What follows belongs to an exercise in optimizing a design on an open flow for small area; a production flow would make more cautious choices.
Only simulation tests tie the RTL to the original design; equivalence was not proved.
Power and IR drop assume default switching activity.

Design gpio_top, start of the top module:
module gpio_top
(
   input  logic                 PCLK,
   input  logic                 aresetn,
   input  logic                 psel_i,
   input  logic                 penable_i,
   input  logic                 pwrite_i,
   input  gpio_pkg::apb_addr_t  paddr_i,
   input  gpio_pkg::apb_data_t  pwdata_i,
   input  gpio_pkg::pin_vec_t   gpio_in_i,
   output gpio_pkg::apb_data_t  prdata_o,
   output logic                 pready_o,
   output logic                 pslverr_o,
   output gpio_pkg::pin_vec_t   gpio_out_o,
   output gpio_pkg::pin_vec_t   gpio_oe_o,
   output gpio_pkg::pin_vec_t   int_o,
   output logic                 int_or_o
);
Size: ~1600 cells after synthesis, roughly 210 I/O pins.
export LEC_CHECK = 0
export CAP_MARGIN = 20
export CORE_MARGIN = 2
export CORE_UTILIZATION = 40
export SLEW_MARGIN = 20
export SYNTH_HIERARCHICAL = 1
create_clock -name core_clock -period 7.0 [get_ports {PCLK}]
standard.sh (not shown) runs the stock make flow with config.mk's settings and CLKGATE_MAP_FILE= SYNTH_SCRIPT=/design/flow/synth_recipe.tcl, a recipe that flattens the netlist after the stock synthesis.
==> flow/flow/run.sh <==
#!/bin/bash
# Standard ORFS layout (the standard.sh) with three changes:
#  - ABC maps the logic for area (flow/abc_area.script) instead of speed;
#    the registers and everything before ABC are as in the standard synthesis
#  - port buffers are the smallest buffer cell
#  - a leaner clock tree (clkbuf_8, larger sink clusters, no dummy loads)
set -euo pipefail
WORK=$(pwd)
rm -rf "$WORK/orfs_scripts"
cp -r "$FLOW_HOME/scripts" "$WORK/orfs_scripts"
cp "$WORK/flow/abc_area.script" "$WORK/orfs_scripts/abc_speed.script"
export SCRIPTS_DIR="$WORK/orfs_scripts"
export BUFFER_PORTS_ARGS="-buffer_cell sky130_fd_sc_hd__buf_1"
export CTS_ARGS="-sink_clustering_enable -repair_clock_nets -dont_use_dummy_load -buf_list sky130_fd_sc_hd__clkbuf_8 -sink_clustering_size 16 -sink_clustering_max_diameter 60"
bash standard.sh > standard.log 2>&1
==> flow/flow/abc_area.script <==
strash
dc2
dch -f
amap
topo
stime -c
dnsize -c
The baseline finished clean.
==> next run, changes <==
--- a/flow/design.v
+++ b/flow/design.v
@@ -22,54 +22,56 @@
 module gpio_nand4 (input logic a, b, c, d, output logic y); assign y = ~(a & b & c & d); endmodule
 module gpio_nor2 (input logic a, b, output logic y); assign y = ~(a | b); endmodule
 module gpio_or2  (input logic a, b, output logic y); assign y = a | b; endmodule
 module gpio_apb_dec
 (
    input  logic        psel_i,
    input  logic        penable_i,
    input  logic        pwrite_i,
    input  logic [7:0]  paddr_i,
    output logic [31:0] rsel_o,
-   output logic        wr_en_o,
+   output logic [31:0] we_o,
    output logic [31:0] we_n_o,
    output logic        sel_intr_o,
    output logic        sel_gpin_o,
    output logic        sel_gpout_o,
    output logic        wr_intr_o,
    output logic        we_gpout_o,
    output logic        we_gpout_n_o
 );
    logic       wr_en;
    logic [7:2] an;
    logic [7:0] lo_n;
-   logic [3:0] hi_n;
+   logic [3:0] hi_n, whi_n;
    gpio_and3 u_wr (.a(psel_i), .b(penable_i), .c(pwrite_i), .y(wr_en));
    for (genvar b = 2; b < 8; b++)
    begin : g_inv
       gpio_inv u_inv (.a(paddr_i[b]), .y(an[b]));
    end
    for (genvar i = 0; i < 8; i++)
    begin : g_lo
       gpio_nand3 u_lo (.a(i[2] ? paddr_i[4] : an[4]), .b(i[1] ? paddr_i[3] : an[3]),
                        .c(i[0] ? paddr_i[2] : an[2]), .y(lo_n[i]));
    end
    for (genvar j = 0; j < 4; j++)
    begin : g_hi
       gpio_nand3 u_hi  (.a(an[7]), .b(j[1] ? paddr_i[6] : an[6]),
                         .c(j[0] ? paddr_i[5] : an[5]), .y(hi_n[j]));
+      gpio_nand4 u_whi (.a(wr_en), .b(an[7]), .c(j[1] ? paddr_i[6] : an[6]),
+                        .d(j[0] ? paddr_i[5] : an[5]), .y(whi_n[j]));
    end
    for (genvar k = 0; k < 32; k++)
    begin : g_word
       gpio_nor2 u_rsel (.a(hi_n[k / 8]), .b(lo_n[k % 8]), .y(rsel_o[k]));
-      gpio_nand2 u_wen (.a(rsel_o[k]), .b(wr_en), .y(we_n_o[k]));
+      gpio_nor2 u_we   (.a(whi_n[k / 8]), .b(lo_n[k % 8]), .y(we_o[k]));
+      gpio_inv  u_wen  (.a(we_o[k]), .y(we_n_o[k]));
    end
-   assign wr_en_o = wr_en;
    gpio_reg_dec u_reg (.wr_en(wr_en), .paddr_i(paddr_i), .sel_intr_o, .sel_gpin_o,
                        .sel_gpout_o, .wr_intr_o, .we_gpout_o, .we_gpout_n_o);
 endmodule
 module gpio_reg_dec
 (
    input  logic        wr_en,
    input  logic [7:0]  paddr_i,
    output logic        sel_intr_o,
    output logic        sel_gpin_o,
    output logic        sel_gpout_o,
@@ -279,59 +281,50 @@
    output gpio_pkg::apb_data_t  prdata_o,
    output logic                 pready_o,
    output logic                 pslverr_o,
    output gpio_pkg::pin_vec_t   gpio_out_o,
    output gpio_pkg::pin_vec_t   gpio_oe_o,
    output gpio_pkg::pin_vec_t   int_o,
    output logic                 int_or_o
 );
    assign pready_o  = 1'b1;
    assign pslverr_o = 1'b0;
-   logic [31:0] rsel, we_n;
-   logic        wr_en;
+   logic [31:0] rsel, we, we_n;
    logic        sel_intr, sel_gpin, sel_gpout, wr_intr, we_gpout, we_gpout_n;
    gpio_apb_dec u_dec (
       .psel_i, .penable_i, .pwrite_i, .paddr_i,
-      .rsel_o(rsel), .wr_en_o(wr_en), .we_n_o(we_n),
+      .rsel_o(rsel), .we_o(we), .we_n_o(we_n),
       .sel_intr_o(sel_intr), .sel_gpin_o(sel_gpin), .sel_gpout_o(sel_gpout),
       .wr_intr_o(wr_intr), .we_gpout_o(we_gpout), .we_gpout_n_o(we_gpout_n)
    );
    logic [7:0] wbyte;
    assign wbyte[2:0] = pwdata_i[2:0];
    assign wbyte[4]   = pwdata_i[4];
    gpio_inv u_wen (.a(pwdata_i[3]), .y(wbyte[3]));
    gpio_type_enc u_enc (.t(pwdata_i[7:5]), .c(wbyte[7:5]));
-   logic [7:0] wgated;
-   for (genvar b = 0; b < 8; b++)
-   begin : g_wgate
-      gpio_and2 u_wg (.a(wr_en), .b(wbyte[b]), .y(wgated[b]));
-   end
    logic [7:0]  cfg_q [32];
    logic [7:0]  cfg_d [32];
    logic [31:0] gpout_q, gpout_d;
    for (genvar k = 0; k < 32; k++)
    begin : g_cfg
-      gpio_hold8 u_hold (.we(rsel[k]), .we_n(we_n[k]), .w(wgated), .q(cfg_q[k]), .d(cfg_d[k]));
+      gpio_hold8 u_hold (.we(we[k]), .we_n(we_n[k]), .w(wbyte), .q(cfg_q[k]), .d(cfg_d[k]));
       always_ff @(posedge PCLK or negedge aresetn)
       begin
          if (!aresetn)
             cfg_q[k] <= 8'h08;    
          else
             cfg_q[k] <= cfg_d[k];
       end
    end
    for (genvar b = 0; b < 4; b++)
    begin : g_gpout
-      logic we_b, we_b_n;
-      gpio_and2  u_we  (.a(wr_en), .b(sel_gpout), .y(we_b));
-      gpio_nand2 u_wen (.a(wr_en), .b(sel_gpout), .y(we_b_n));
-      gpio_hold8 u_hold (.we(we_b), .we_n(we_b_n), .w(pwdata_i[8*b +: 8]),
+      gpio_hold8 u_hold (.we(we_gpout), .we_n(we_gpout_n), .w(pwdata_i[8*b +: 8]),
                          .q(gpout_q[8*b +: 8]), .d(gpout_d[8*b +: 8]));
    end
    always_ff @(posedge PCLK or negedge aresetn)
    begin
       if (!aresetn)
          gpout_q <= 32'h0000_0000;
       else
          gpout_q <= gpout_d;
    end
    logic [31:0] cfg_bit [8];
=> Clock skew went up by 11 ps. Via count rises by 1.9%. Core utilization fell by 0.51 points. Final area rose by 0.36%. Hold slack got worse by 36 ps. Worst setup slack is worse by 180 ps. First-iteration DRC count came out higher by 4.5%. Global-route usage went up by 1.4 points. Critical path depth stays the same. Sequential power stays flat.

* * *

Setup of main:
Another version of the RTL of gpio_top (not shown whole).
For scale: ~480 flip-flops, about 210 I/O pins, ~19000 µm² of cells after synthesis.
==> module gpio_top, before the edit <==
module gpio_top
(
   input  logic                 PCLK,
   input  logic                 aresetn,
   input  logic                 psel_i,
   input  logic                 penable_i,
   input  logic                 pwrite_i,
   input  gpio_pkg::apb_addr_t  paddr_i,
   input  gpio_pkg::apb_data_t  pwdata_i,
   input  gpio_pkg::pin_vec_t   gpio_in_i,
   output gpio_pkg::apb_data_t  prdata_o,
   output logic                 pready_o,
   output logic                 pslverr_o,
   output gpio_pkg::pin_vec_t   gpio_out_o,
   output gpio_pkg::pin_vec_t   gpio_oe_o,
   output gpio_pkg::pin_vec_t   int_o,
   output logic                 int_or_o
);
   assign pready_o  = 1'b1;
   assign pslverr_o = 1'b0;
   logic [31:0] rsel, we, we_n;
   logic        sel_intr, sel_gpin, sel_gpout, wr_intr, we_gpout, we_gpout_n;
   gpio_apb_dec u_dec (
      .psel_i, .penable_i, .pwrite_i, .paddr_i,
      .rsel_o(rsel), .we_o(we), .we_n_o(we_n),
      .sel_intr_o(sel_intr), .sel_gpin_o(sel_gpin), .sel_gpout_o(sel_gpout),
      .wr_intr_o(wr_intr), .we_gpout_o(we_gpout), .we_gpout_n_o(we_gpout_n)
   );
   logic [7:0] wbyte;
   assign wbyte[4:0] = pwdata_i[4:0];
   gpio_type_enc u_enc (.t(pwdata_i[7:5]), .c(wbyte[7:5]));
   logic [7:0]  cfg_q [32];
   logic [7:0]  cfg_d [32];
   logic [31:0] gpout_q, gpout_d;
   for (genvar k = 0; k < 32; k++)
   begin : g_cfg
      gpio_hold8 u_hold (.we(we[k]), .we_n(we_n[k]), .w(wbyte), .q(cfg_q[k]), .d(cfg_d[k]));
      always_ff @(posedge PCLK or negedge aresetn)
      begin
         if (!aresetn)
            cfg_q[k] <= '0;
         else
            cfg_q[k] <= cfg_d[k];
      end
   end
   for (genvar b = 0; b < 4; b++)
   begin : g_gpout
      gpio_hold8 u_hold (.we(we_gpout), .we_n(we_gpout_n), .w(pwdata_i[8*b +: 8]),
                         .q(gpout_q[8*b +: 8]), .d(gpout_d[8*b +: 8]));
   end
   always_ff @(posedge PCLK or negedge aresetn)
   begin
      if (!aresetn)
         gpout_q <= 32'h0000_0000;
      else
         gpout_q <= gpout_d;
   end
   logic [31:0] cfg_bit [8];
   always_comb
   begin
      for (int b = 0; b < 8; b++)
         for (int k = 0; k < 32; k++)
            cfg_bit[b][k] = cfg_q[k][b];
   end
   logic [31:0] out_en, in_en, oe_en, int_en;
   assign out_en = cfg_bit[0];
   assign in_en  = cfg_bit[1];
   assign oe_en  = cfg_bit[2];
   assign int_en = cfg_bit[3];
   for (genvar i = 0; i < 32; i++)
   begin : g_pins
      gpio_and2 u_out (.a(gpout_q[i]), .b(out_en[i]), .y(gpio_out_o[i]));
      gpio_and2 u_oe  (.a(oe_en[i]), .b(out_en[i]), .y(gpio_oe_o[i]));
   end
   logic [31:0] gpin1, gpin2, gpin3;
   always_ff @(posedge PCLK or negedge aresetn)
   begin
      if (!aresetn)
         gpin1 <= '0;
      else
         gpin1 <= gpio_in_i;
   end
   always_ff @(posedge PCLK)
   begin
      gpin2 <= gpin1;
      gpin3 <= gpin2;
   end
   logic [31:0] nclr;
   for (genvar i = 0; i < 32; i++)
   begin : g_nclr
      gpio_nand2 u_nclr (.a(wr_intr), .b(pwdata_i[i]), .y(nclr[i]));
   end
   logic [31:0] edge_pos, edge_neg, intr_q;
   logic [31:0] pos_d, neg_d, intr_d;
   for (genvar i = 0; i < 32; i++)
   begin : g_pin
      gpio_pin_irq u_irq (
         .en(int_en[i]), .code(cfg_q[i][5 +: 3]),
         .s2(gpin2[i]), .s3(gpin3[i]), .pos(edge_pos[i]), .neg(edge_neg[i]), .nclr(nclr[i]),
         .pos_d(pos_d[i]), .neg_d(neg_d[i]), .int_o(int_o[i]), .intr_d(intr_d[i])
      );
   end
   always_ff @(posedge PCLK)
   begin
      edge_pos <= pos_d;
      edge_neg <= neg_d;
      intr_q   <= intr_d;
   end
   gpio_or32 u_or (.a(int_o), .y(int_or_o));
   logic [31:0] gpin_t;
   for (genvar i = 0; i < 32; i++)
   begin : g_gpin
      gpio_and3 u_gpin (.a(sel_gpin), .b(gpin3[i]), .c(in_en[i]), .y(gpin_t[i]));
   end
   for (genvar b = 0; b < 5; b++)
   begin : g_rd_lo
      gpio_rd_lo u_rd (.sel(rsel), .q(cfg_bit[b]), .sel_intr(sel_intr), .intr(intr_q[b]),
                       .sel_gpout(sel_gpout), .gpout(gpout_q[b]), .gpin_t(gpin_t[b]),
                       .y(prdata_o[b]));
   end
   logic [2:0] code_rd, type_rd, hi_rd;
   for (genvar b = 5; b < 8; b++)
   begin : g_rd_type
      gpio_rd_cfg u_rd (.sel(rsel), .q(cfg_bit[b]), .y(code_rd[b-5]));
      gpio_rd_hi u_hi (.sel_intr(sel_intr), .intr(intr_q[b]), .sel_gpout(sel_gpout),
                       .gpout(gpout_q[b]), .gpin_t(gpin_t[b]), .y(hi_rd[b-5]));
   end
   gpio_type_dec u_tdec (.c(code_rd), .t(type_rd));
   for (genvar b = 0; b < 3; b++)
   begin : g_rd_or
      gpio_or2 u_or (.a(type_rd[b]), .b(hi_rd[b]), .y(prdata_o[5 + b]));
   end
   for (genvar b = 8; b < 32; b++)
   begin : g_rd_hi
      gpio_rd_hi u_rd (.sel_intr(sel_intr), .intr(intr_q[b]), .sel_gpout(sel_gpout),
                       .gpout(gpout_q[b]), .gpin_t(gpin_t[b]), .y(prdata_o[b]));
   end
endmodule
clock: 7.0 ns
lec_check: 0
cap_margin: 20
core_margin: 2
core_utilization: 40
slew_margin: 20
synth_hierarchical: 1
Scripts as last shown in full above: flow/flow/run.sh, flow/flow/abc_area.script
diff inputs: main => the feature branch
--- a/flow/design.v
+++ b/flow/design.v
@@ -342,20 +342,23 @@
       gpio_and2 u_oe  (.a(oe_en[i]), .b(out_en[i]), .y(gpio_oe_o[i]));
    end
    logic [31:0] gpin1, gpin2, gpin3;
    always_ff @(posedge PCLK or negedge aresetn)
    begin
       if (!aresetn)
+      begin
          gpin1 <= '0;
+         gpin2 <= '0;
+         gpin3 <= '0;
+      end
       else
+      begin
          gpin1 <= gpio_in_i;
-   end
-   always_ff @(posedge PCLK)
-   begin
-      gpin2 <= gpin1;
-      gpin3 <= gpin2;
+         gpin2 <= gpin1;
+         gpin3 <= gpin2;
+      end
    end
    logic [31:0] nclr;
    for (genvar i = 0; i < 32; i++)
    begin : g_nclr
       gpio_nand2 u_nclr (.a(wr_intr), .b(pwdata_i[i]), .y(nclr[i]));
    end
@@ -366,17 +369,26 @@
       gpio_pin_irq u_irq (
          .en(int_en[i]), .code(cfg_q[i][5 +: 3]),
          .s2(gpin2[i]), .s3(gpin3[i]), .pos(edge_pos[i]), .neg(edge_neg[i]), .nclr(nclr[i]),
          .pos_d(pos_d[i]), .neg_d(neg_d[i]), .int_o(int_o[i]), .intr_d(intr_d[i])
       );
    end
-   always_ff @(posedge PCLK)
+   always_ff @(posedge PCLK or negedge aresetn)
    begin
-      edge_pos <= pos_d;
-      edge_neg <= neg_d;
-      intr_q   <= intr_d;
+      if (!aresetn)
+      begin
+         edge_pos <= '0;
+         edge_neg <= '0;
+         intr_q   <= '0;
+      end
+      else
+      begin
+         edge_pos <= pos_d;
+         edge_neg <= neg_d;
+         intr_q   <= intr_d;
+      end
    end
    gpio_or32 u_or (.a(int_o), .y(int_or_o));
    logic [31:0] gpin_t;
    for (genvar i = 0; i < 32; i++)
    begin : g_gpin
       gpio_and3 u_gpin (.a(sel_gpin), .b(gpin3[i]), .c(in_en[i]), .y(gpin_t[i]));
Results
- Cell count after placement of main is on par with the feature branch.
- When the feature branch is measured against main, its initial standard-cell utilization of the core turns out 0.33 points higher.
- Relative to main, wire length decreased by about 0.47% in the feature branch.
- Compared with main, the feature branch shows a clock period minus worst slack that is 0.13 ns higher.
- The feature branch ended up with a lower post-detailed-route via-to-cell ratio than main did.
- The feature branch vs. main: pre-CTS setup slack moved down; final area picked up an extra 810 µm².

afterwards: timing with drivers on the ports:
In the flow no input, the clock included, has a driving cell. The finished layouts below were timed again as built, in two steps. Step 1: set_driving_cell puts a clkbuf_16 on PCLK and a buf_2 on each other input, an assumption about the parent block. Step 2 moves the port delays by t, midway between the first and last clock arrival at a register: inputs arrive t later, outputs are due t later. That takes back most of the time a late clock gives input paths. Three values: no drivers, after step 1, after step 2; two values: the first two.
run	t (ns)	setup WS [ns]	hold WS [ns]	worst data-port slew with drivers (ns)	pins driven straight from the clock port
the first run of note 1	0.667	1.005 / 0.967 / 0.967	0.344 / 0.344 / 0.344	0.06	1
the second run of note 1	0.671	0.827 / 0.800 / 0.800	0.308 / 0.308 / 0.308	0.06	1
main	0.672	1.103 / 1.078 / 1.078	0.314 / 0.314 / 0.314	0.10	1
the feature branch	0.685	0.971 / 0.947 / 0.947	0.337 / 0.337 / 0.337	0.05	1
After both steps every run listed still meets setup and hold. For the first run of note 1, which loses most, drivers alone change the setup slack by -0.038 ns; drivers and shift together by -0.038 ns.
